Context: an optimization exercise on an open-source flow, tuned for small area, a short achievable clock period and few clock cycles per item. The choices shown serve that exercise and are no tape-out recipe.
In this exercise RTL edits were held to simulation tests only and were not proved equivalent to the original.
Power figures rest on the tool's default switching activity, not on a simulated workload.

==> design.v <==
`timescale 1ns / 1ps
`default_nettype none
package alen_pkg;
  localparam int ALEN_DEPTH      = 64;
  localparam int ALEN_WORD_WIDTH = 32;
  localparam int OP_W     = 2;
  localparam int POS_W    = 7;
  localparam int DATA_W   = 32;
  localparam int LENGTH_W = 8;
  localparam int STATUS_W = 2;
  typedef enum logic [OP_W-1:0] {
    OP_APPEND = 2'd0,
    OP_READ   = 2'd1,
    OP_REMOVE = 2'd2
  } alen_op_e;
  typedef enum logic [STATUS_W-1:0] {
    ST_OK    = 2'd0,
    ST_RANGE = 2'd1,
    ST_FULL  = 2'd2
  } alen_status_e;
  typedef struct packed {
    alen_op_e            op;
    logic [POS_W-1:0]    position;
    logic [DATA_W-1:0]   word_in;
  } alen_in_t;
  typedef struct packed {
    logic [DATA_W-1:0]   word_out;
    logic [LENGTH_W-1:0] length;
    alen_status_e        status;
  } alen_out_t;
  typedef struct packed {
    logic         req_load;
    logic         do_append;
    logic         rd_pos;
    logic         rd_ptr_init;
    logic         shift_step;
    logic         cnt_dec;
    logic         res_write;
    logic         res_from_rd;
    alen_status_e res_status;
    logic         out_load;
  } alen_cmd_t;
  typedef struct packed {
    alen_op_e op;
    logic     pos_ok;
    logic     full;
    logic     init_more;
    logic     step_more;
    logic     out_busy;
  } alen_stat_t;
endpackage
`default_nettype wire
`timescale 1ns / 1ps
`default_nettype none
module alen_ctrl
(
  input  logic       clk_i,
  input  logic       rst_ni,
  input  logic       in_valid_i,
  input  alen_pkg::alen_stat_t stat_i,
  output logic       in_stall_o,
  output alen_pkg::alen_cmd_t  cmd_o
);
  typedef enum logic [4:0] {
    S_IDLE   = 5'b00001,
    S_EXEC   = 5'b00010,
    S_RDWAIT = 5'b00100,
    S_SHIFT  = 5'b01000,
    S_DONE   = 5'b10000
  } alen_state_e;
  alen_state_e state_q, state_d;
  always_comb begin
    state_d = state_q;
    cmd_o   = '0;
    cmd_o.res_status = alen_pkg::ST_OK;
    unique case (state_q)
      S_IDLE: begin
        if (in_valid_i) begin
          cmd_o.req_load = 1'b1;
          state_d = S_EXEC;
        end
      end
      S_EXEC: begin
        state_d = S_DONE;
        cmd_o.res_write = 1'b1;
        unique case (stat_i.op)
          alen_pkg::OP_APPEND: begin
            if (stat_i.full) begin
              cmd_o.res_status = alen_pkg::ST_FULL;
            end else begin
              cmd_o.do_append = 1'b1;
            end
          end
          alen_pkg::OP_READ: begin
            if (!stat_i.pos_ok) begin
              cmd_o.res_status = alen_pkg::ST_RANGE;
            end else begin
              cmd_o.res_write = 1'b0;
              cmd_o.rd_pos    = 1'b1;
              state_d = S_RDWAIT;
            end
          end
          alen_pkg::OP_REMOVE: begin
            if (!stat_i.pos_ok) begin
              cmd_o.res_status = alen_pkg::ST_RANGE;
            end else if (stat_i.init_more) begin
              cmd_o.res_write   = 1'b0;
              cmd_o.rd_ptr_init = 1'b1;
              state_d = S_SHIFT;
            end else begin
              cmd_o.cnt_dec = 1'b1;
            end
          end
          default: begin
          end
        endcase
      end
      S_RDWAIT: begin
        cmd_o.res_write   = 1'b1;
        cmd_o.res_from_rd = 1'b1;
        state_d = S_DONE;
      end
      S_SHIFT: begin
        cmd_o.shift_step = 1'b1;
        if (!stat_i.step_more) begin
          cmd_o.cnt_dec   = 1'b1;
          cmd_o.res_write = 1'b1;
          state_d = S_DONE;
        end
      end
      S_DONE: begin
        if (!stat_i.out_busy) begin
          cmd_o.out_load = 1'b1;
          state_d = S_IDLE;
        end
      end
      default: begin
        state_d = S_IDLE;
      end
    endcase
  end
  always_ff @(posedge clk_i or negedge rst_ni) begin
    if (!rst_ni) begin
      state_q <= S_IDLE;
    end else begin
      state_q <= state_d;
    end
  end
  assign in_stall_o = state_q != S_IDLE;
endmodule
`default_nettype wire
`timescale 1ns / 1ps
`default_nettype none
module alen_dpath
#(
  parameter int DEPTH      = alen_pkg::ALEN_DEPTH,
  parameter int WORD_WIDTH = alen_pkg::ALEN_WORD_WIDTH
) (
  input  logic       clk_i,
  input  logic       rst_ni,
  input  alen_pkg::alen_in_t   in_data_i,
  input  logic       out_stall_i,
  input  alen_pkg::alen_cmd_t  cmd_i,
  output alen_pkg::alen_stat_t stat_o,
  output alen_pkg::alen_out_t  out_data_o,
  output logic       out_valid_o
);
  localparam int AW    = $clog2(DEPTH);
  localparam int CNT_W = $clog2(DEPTH + 1);
  localparam int CW    = (CNT_W > alen_pkg::POS_W) ? CNT_W : alen_pkg::POS_W;
  localparam int XW    = (WORD_WIDTH > alen_pkg::DATA_W) ? WORD_WIDTH : alen_pkg::DATA_W;
  logic [WORD_WIDTH-1:0] mem_q [DEPTH];
  logic [WORD_WIDTH-1:0] rdata_q;
  alen_pkg::alen_in_t           req_q;
  logic [CNT_W-1:0]   count_q, count_d;
  logic [AW-1:0]      ptr_q;
  logic [alen_pkg::DATA_W-1:0]  res_word_q;
  alen_pkg::alen_status_e       res_status_q;
  alen_pkg::alen_out_t          out_q;
  logic               out_valid_q, out_valid_d;
  logic [CW-1:0]         pos_ext, cnt_ext, pos_nxt, ptr_nxt;
  logic [XW-1:0]         in_ext, rd_ext;
  logic                  mem_we, mem_re;
  logic [AW-1:0]         mem_waddr, mem_raddr;
  logic [WORD_WIDTH-1:0] mem_wdata;
  assign pos_ext = CW'(req_q.position);
  assign cnt_ext = CW'(count_q);
  assign pos_nxt = pos_ext + CW'(1);
  assign ptr_nxt = CW'(ptr_q) + CW'(1);
  assign in_ext  = XW'(req_q.word_in);
  assign rd_ext  = XW'(rdata_q);
  assign stat_o.op        = req_q.op;
  assign stat_o.pos_ok    = pos_ext < cnt_ext;
  assign stat_o.full      = count_q == CNT_W'(DEPTH);
  assign stat_o.init_more = pos_nxt < cnt_ext;
  assign stat_o.step_more = ptr_nxt < cnt_ext;
  assign stat_o.out_busy  = out_valid_q & out_stall_i;
  always_comb begin
    mem_we    = cmd_i.do_append | cmd_i.shift_step;
    mem_waddr = cmd_i.do_append ? AW'(count_q) : (ptr_q - AW'(1));
    mem_wdata = cmd_i.do_append ? in_ext[WORD_WIDTH-1:0] : rdata_q;
    mem_re    = cmd_i.rd_pos | cmd_i.rd_ptr_init | (cmd_i.shift_step & stat_o.step_more);
    if (cmd_i.rd_pos) begin
      mem_raddr = AW'(pos_ext);
    end else if (cmd_i.rd_ptr_init) begin
      mem_raddr = AW'(pos_nxt);
    end else begin
      mem_raddr = AW'(ptr_nxt);
    end
  end
  always_ff @(posedge clk_i) begin
    if (mem_we) begin
      mem_q[mem_waddr] <= mem_wdata;
    end
    if (mem_re) begin
      rdata_q <= mem_q[mem_raddr];
    end
  end
  always_ff @(posedge clk_i) begin
    if (cmd_i.req_load) begin
      req_q <= in_data_i;
    end
    if (cmd_i.rd_ptr_init) begin
      ptr_q <= AW'(pos_nxt);
    end else if (cmd_i.shift_step) begin
      ptr_q <= AW'(ptr_nxt);
    end
    if (cmd_i.res_write) begin
      res_word_q   <= cmd_i.res_from_rd ? rd_ext[alen_pkg::DATA_W-1:0] : '0;
      res_status_q <= cmd_i.res_status;
    end
    if (cmd_i.out_load) begin
      out_q.word_out <= res_word_q;
      out_q.length   <= alen_pkg::LENGTH_W'(count_q);
      out_q.status   <= res_status_q;
    end
  end
  always_comb begin
    count_d = count_q;
    if (cmd_i.do_append) begin
      count_d = count_q + CNT_W'(1);
    end else if (cmd_i.cnt_dec) begin
      count_d = count_q - CNT_W'(1);
    end
  end
  always_comb begin
    out_valid_d = out_valid_q;
    if (cmd_i.out_load) begin
      out_valid_d = 1'b1;
    end else if (out_valid_q && !out_stall_i) begin
      out_valid_d = 1'b0;
    end
  end
  always_ff @(posedge clk_i or negedge rst_ni) begin
    if (!rst_ni) begin
      count_q     <= '0;
      out_valid_q <= 1'b0;
    end else begin
      count_q     <= count_d;
      out_valid_q <= out_valid_d;
    end
  end
  assign out_data_o  = out_q;
  assign out_valid_o = out_valid_q;
endmodule
`default_nettype wire
`timescale 1ns / 1ps
`default_nettype none
module array_list_engine_core
#(
  parameter int DEPTH      = alen_pkg::ALEN_DEPTH,
  parameter int WORD_WIDTH = alen_pkg::ALEN_WORD_WIDTH
) (
  input  logic      clk_i,
  input  logic      rst_ni,
  input  logic [40:0] in_data_i,
  input  logic        in_valid_i,
  output logic        in_stall_o,
  output logic [41:0] out_data_o,
  output logic        out_valid_o,
  input  logic        out_stall_i
);
  alen_pkg::alen_cmd_t  cmd;
  alen_pkg::alen_stat_t stat;
  alen_pkg::alen_in_t   in_data;
  alen_pkg::alen_out_t  out_data;
  assign in_data    = alen_pkg::alen_in_t'(in_data_i);
  assign out_data_o = out_data;
  alen_ctrl u_ctrl (
    .clk_i      (clk_i),
    .rst_ni     (rst_ni),
    .in_valid_i (in_valid_i),
    .stat_i     (stat),
    .in_stall_o (in_stall_o),
    .cmd_o      (cmd)
  );
  alen_dpath #(
    .DEPTH      (DEPTH),
    .WORD_WIDTH (WORD_WIDTH)
  ) u_dpath (
    .clk_i       (clk_i),
    .rst_ni      (rst_ni),
    .in_data_i   (in_data),
    .out_stall_i (out_stall_i),
    .cmd_i       (cmd),
    .stat_o      (stat),
    .out_data_o  (out_data),
    .out_valid_o (out_valid_o)
  );
endmodule
`default_nettype wire
==> run.sh <==
#!/bin/bash
# synth_recipe.tcl (not shown) runs the flow's synth.tcl, then flattens the netlist and writes it again
# the make line also repeats each setting of config.mk as NAME=value (left out here)
make -C /OpenROAD-flow-scripts/flow DESIGN_CONFIG=/design/flow/config.mk WORK_HOME=/design/flow/orfs CLKGATE_MAP_FILE= SYNTH_SCRIPT=/design/flow/synth_recipe.tcl finish
==> config.mk <==
export PLATFORM = sky130hd
export DESIGN_NAME = array_list_engine_core
export DESIGN_NICKNAME = array_list_engine_core
export VERILOG_FILES = /design/flow/design.v
export SDC_FILE = /design/flow/constraint.sdc
export NUM_CORES = 4
export LEC_CHECK = 0
export CAP_MARGIN = 20
export CORE_MARGIN = 2
export CORE_UTILIZATION = 40
export SLEW_MARGIN = 20
==> constraint.sdc <==
create_clock -name core_clock -period 9.0 [get_ports {clk_i}]
set_input_delay 1.8000 -clock core_clock [delete_from_list [all_inputs] [get_ports {clk_i}]]
set_output_delay 1.8000 -clock core_clock [all_outputs]
set_load 0.01 [all_outputs]
==> metrics.md <==
| Metric | Value |
|---|---|
| Critical path class | `flop to flop` |
| PD cells | `roughly 240 nW/um2` |
| Worst min path class | `flop to flop` |
| Final net count | `about 6300` |
| CTS Buffer Depth | `3` |
| Clock tree from TritonCTS | `yes` |
| Vias | `55720` |
| DRT Pass-1 Iters | `6` |
| Clock transition at path regs | `~0.06 ns` |
| Critical Path Fanout Max | `around 130` |
| Post-CTS setup buffer count | `0` |
| Die Ht | `approximately 470 um` |
| First-pass GRT wire length | `roughly 400000 um` |
| R2r setup slk | `2.59 ns` |
| Unrepaired setup endpoints after global routing | `no` |
| GR Overflow Total | `0` |
| Asr flop ratio synth | `0.005869` |
| Top-area cell type share of the netlist area | `0.7593` |
| Largest net degree at the start of global routing | `170` |
| #FFs+latches synth | `approximately 2200` |
| Synth area leaders | `edfxtp_1 76%, nand2_1 6.5%, mux2i_1 2.7%` |
| Initial Utilization | `0.4018` |
| DIE AREA | `221500 um2` |
| Post-route ant nets | `0` |
| Maxcap violations | `0` |
| Final setup violation count | `0` |
| Core area | `~220000 um2` |
| Run status | `no timing/DRC/antenna violations` |
| Critical Path RT | `roughly 9.6 ns` |
| Final Skew | `around 0.08 ns` |
| Initial antenna violation count | `18` |
| Filler cell count | `18660` |
| Vias in the first global route | `just over 50000` |
| Final hold violation count | `0` |
| Final Util | `0.4586` |
| Register area | `~66000 um2` |
| Layout cells sized above 1 | `0.1025` |
| Final period util | `0.7117` |
| HPWL after DPL | `between 150000 and 200000 um` |
| Placed insts | `approximately 8900` |
| Gr usage total | `0.2527` |
| I/O Buffers | `87` |
| YS warnings | `2` |
| Final slew viol count | `0` |
| Htree depth | `4` |
| Hold Buf Count CTS | `0` |
| Clk latency of the worst-skew pair | `~0.9 ns` |
| Setup_tns | `0 ns` |
| Initial drt markers | `9072` |
| Worst Tran Pin Value | `about 1.2 ns` |
| Worst EP arrival | `6.99 ns` |
| RePlAce Congestion | `approximately 0.88` |
| Die X | `~470 um` |
| Ports | `between 80 and 90` |
| Sequential share of the synthesized area | `0.7630` |
| Detailed Route WL | `around 290000 um` |
| Crit end category | `flop` |
| Drc violations | `0` |
| Cells after Synth | `6127` |
| WL/cell | `30.81 um` |
| Rel. slew slack | `0.1806` |
| Clk sinks | `~2200` |
| Avg Vias per Cell | `approximately 6.0` |
| Non-Filler Instances | `between 9000 and 10000` |
| Standard-cell rows | `171` |
| Area occupied by multi-input gates | `19540 um2` |
| Post-Syn Area | `87090 um2` |
| Area growth, synth to finish | `14.14%` |
| Mean Syn Cell Area | `roughly 14 um2` |
| Total CTS buffers | `between 200 and 250` |
| Syn_nets | `6203` |
| Final min period | `6.405 ns` |
| CTS Root Buffer Type | `clkbuf_16` |
| Maximum VDD drop | `0.1830 mV` |
| EDFF count, synth | `approximately 2200` |
| Top FF cell, synth | `edfxtp_1` |
| Post-CTS Resized | `0` |
| CP startpoint kind | `flop` |
| Yosys cell types | `74` |
| Leak | `~33 nW` |
| Largest area contributor in the netlist | `edfxtp_1` |
| Max Clk Rate | `about 0.16 GHz` |
==> sequential cells by signal (all words and copies together) (netlist names) <==
signal / cells
u_dpath.res_status_q: 2
u_dpath.out_q: 41
u_ctrl.state_q: 5
u_dpath.ptr_q: 6
u_dpath.req_q: 41
u_dpath.out_valid_q: 1
u_dpath.res_word_q: 32
u_dpath.count_q: 7
u_dpath.rdata_q: 32
u_dpath.mem_q: 2048
==> logic make-up after synthesis <==
group	count (synthesis)	synth area share
flip-flops	2215	0.7630
adder cells (fa/ha/maj)	31	0.004540
AND/OR/NAND/NOR	2290	0.1122
buffers and inverters	393	0.02096
multiplexers	271	0.03167
other	1	0.00004306
XOR/XNOR	19	0.001911
AO/OA/AOI/OAI	907	0.06564
==> synthesized netlist by cell type (8+ instances only) <==
master	number
and2_1	38
and3_1	36
nand3_1	445
nand4_1	72
o21a_1	10
buf_2	172
a22oi_1	18
buf_1	37
a211o_1	10
dfrtp_1	12
a32oi_1	64
nand2_1	1498
clkbuf_1	129
xor2_1	10
inv_1	25
a21oi_1	377
o211ai_1	17
a21boi_0	10
o21ai_0	53
xnor2_1	9
buf_4	25
a211oi_1	43
edfxtp_1	2202
a221oi_1	22
nor2_1	105
nor4_1	34
o22ai_1	51
a31oi_1	160
a21o_1	8
ha_1	30
nor3_1	27
mux2i_1	235
mux2_2	36
==> path summary, 6_finish.rpt <==
kind,to,cells after the start,start
hold reg to reg,u_dpath.out_q[22],0,u_dpath.res_word_q[12]
max in group asynchronous,u_ctrl.state_q[2],1,rst_ni
min in group asynchronous,u_dpath.count_q[1],1,rst_ni
hold / removal,u_dpath.out_q[22],0,u_dpath.res_word_q[12]
setup reg to reg,u_dpath.rdata_q[7],18,u_dpath.req_q[32]
setup / recovery,u_dpath.rdata_q[7],18,u_dpath.req_q[32]
==> layer usage <==
layer	GRT usage	up-vias	part of all wire
met3	0.05922	569	0.12
met2	0.3777	3538	0.44
met5	0.003028	-	0.00036
li1	-	23290	-
met1	0.3523	28320	0.39
met4	0.1100	4	0.047
==> per-stage QoR <==
stage	setup WS, ns	power (mW)	instance area [um2]	hold WS [ns]
floorplan	4.772	13.84	87090	0.4003
global placement	2.738	15.18	92050	0.4030
detailed placement	2.721	15.20	92070	0.4066
CTS	2.675	24.24	99320	0.3759
global route	2.326	24.89	99360	0.3843
finish	2.595	24.25	99400	0.3760
==> layout make-up <==
cell class,instances,area share
Inverter,25,0.0009441
Timing Repair Buffer,270,0.02465
Multi-Input combinational cell,3519,0.1966
Sequential cell,2215,0.6685
Antenna cell,18,0.0004531
Tap cell,2854,0.03592
Clock inverter,147,0.01617
Clock buffer,260,0.05674
==> power by group <==
part	internal (mW)	total, mW	switching (mW)
sequential	11.6	11.7	0.127
clock	5.14	9.19	4.05
combinational	0.888	3.35	2.47
total	17.6	24.2	6.65
==> cells in the final DEF, fill, tap and decap left out, types with 10 or more instances in the layout <==
cell type        instances
a221oi_1                22
clkinv_1                47
nor4_1                  32
clkinv_16               12
clkinv_2                50
o21ai_0                 53
clkbuf_1                37
and3_1                  36
clkdlybuf4s50_1         87
inv_1                   25
nand2_1               1496
nand4_1                 72
nor2_1                  33
nor2_4                  72
o211ai_1                17
dfrtp_1                 12
and2_1                  36
nand3_1                442
ha_1                    30
o22ai_1                 50
edfxtp_1              2202
buf_4                  166
a211o_1                 10
diode_2                 18
mux2_2                  33
nor3_1                  27
a22oi_1                 17
a32oi_1                 64
bufinv_16               22
a211oi_1                43
a21boi_0                10
clkbuf_16              216
a31oi_1                160
xor2_1                  10
buf_12                  15
a21oi_1                376
mux2i_1                235
==> critical path, stage by stage, from the launching register on <==
cell and delay (ns):
edfxtp_1 0.58, ha_1 0.33, nand3_1 0.13, xor2_1 0.24, inv_1 0.11, ha_1 0.30, a21oi_1 0.26, o21ai_0 0.20
a211oi_1 0.32, o221ai_2 0.14, buf_4 0.25, nand2_8 0.58, buf_12 0.30, buf_16 0.47, mux2i_1 0.29, o22ai_1 0.11
a21oi_1 0.51, a32oi_1 0.21, or3_1 0.41
Testbench counts, summed over its fixed seeds: cycles 172,394, items 16,000.

-- re-timing with driven ports --
No port has a modelled driver above. Below, the same layout with a new extraction and two added sets of constraints.
Step 1 assumes that a clkbuf_16 drives the clock port and a buf_2 every other input.
Step 2 times the ports against the registers' clock, not the clock port: input delays grow and output delays shrink by t, the midpoint of the rising clock arrivals with the driver on.
a / b / c = ideal / step 1 / step 2; a / b = the first two.
t, ns: 0.953
setup slack, ns: 2.595 / 2.595 / 2.595
worst hold slack (ns): 0.376 / 0.376 / 0.376
clock arrival spread, ns: 0.084 / 0.083
cell pins on the clock port's net: 1
After both steps this run still meets setup and hold. For this run, drivers alone change the setup slack by 0.000 ns; drivers and shift together by 0.000 ns.
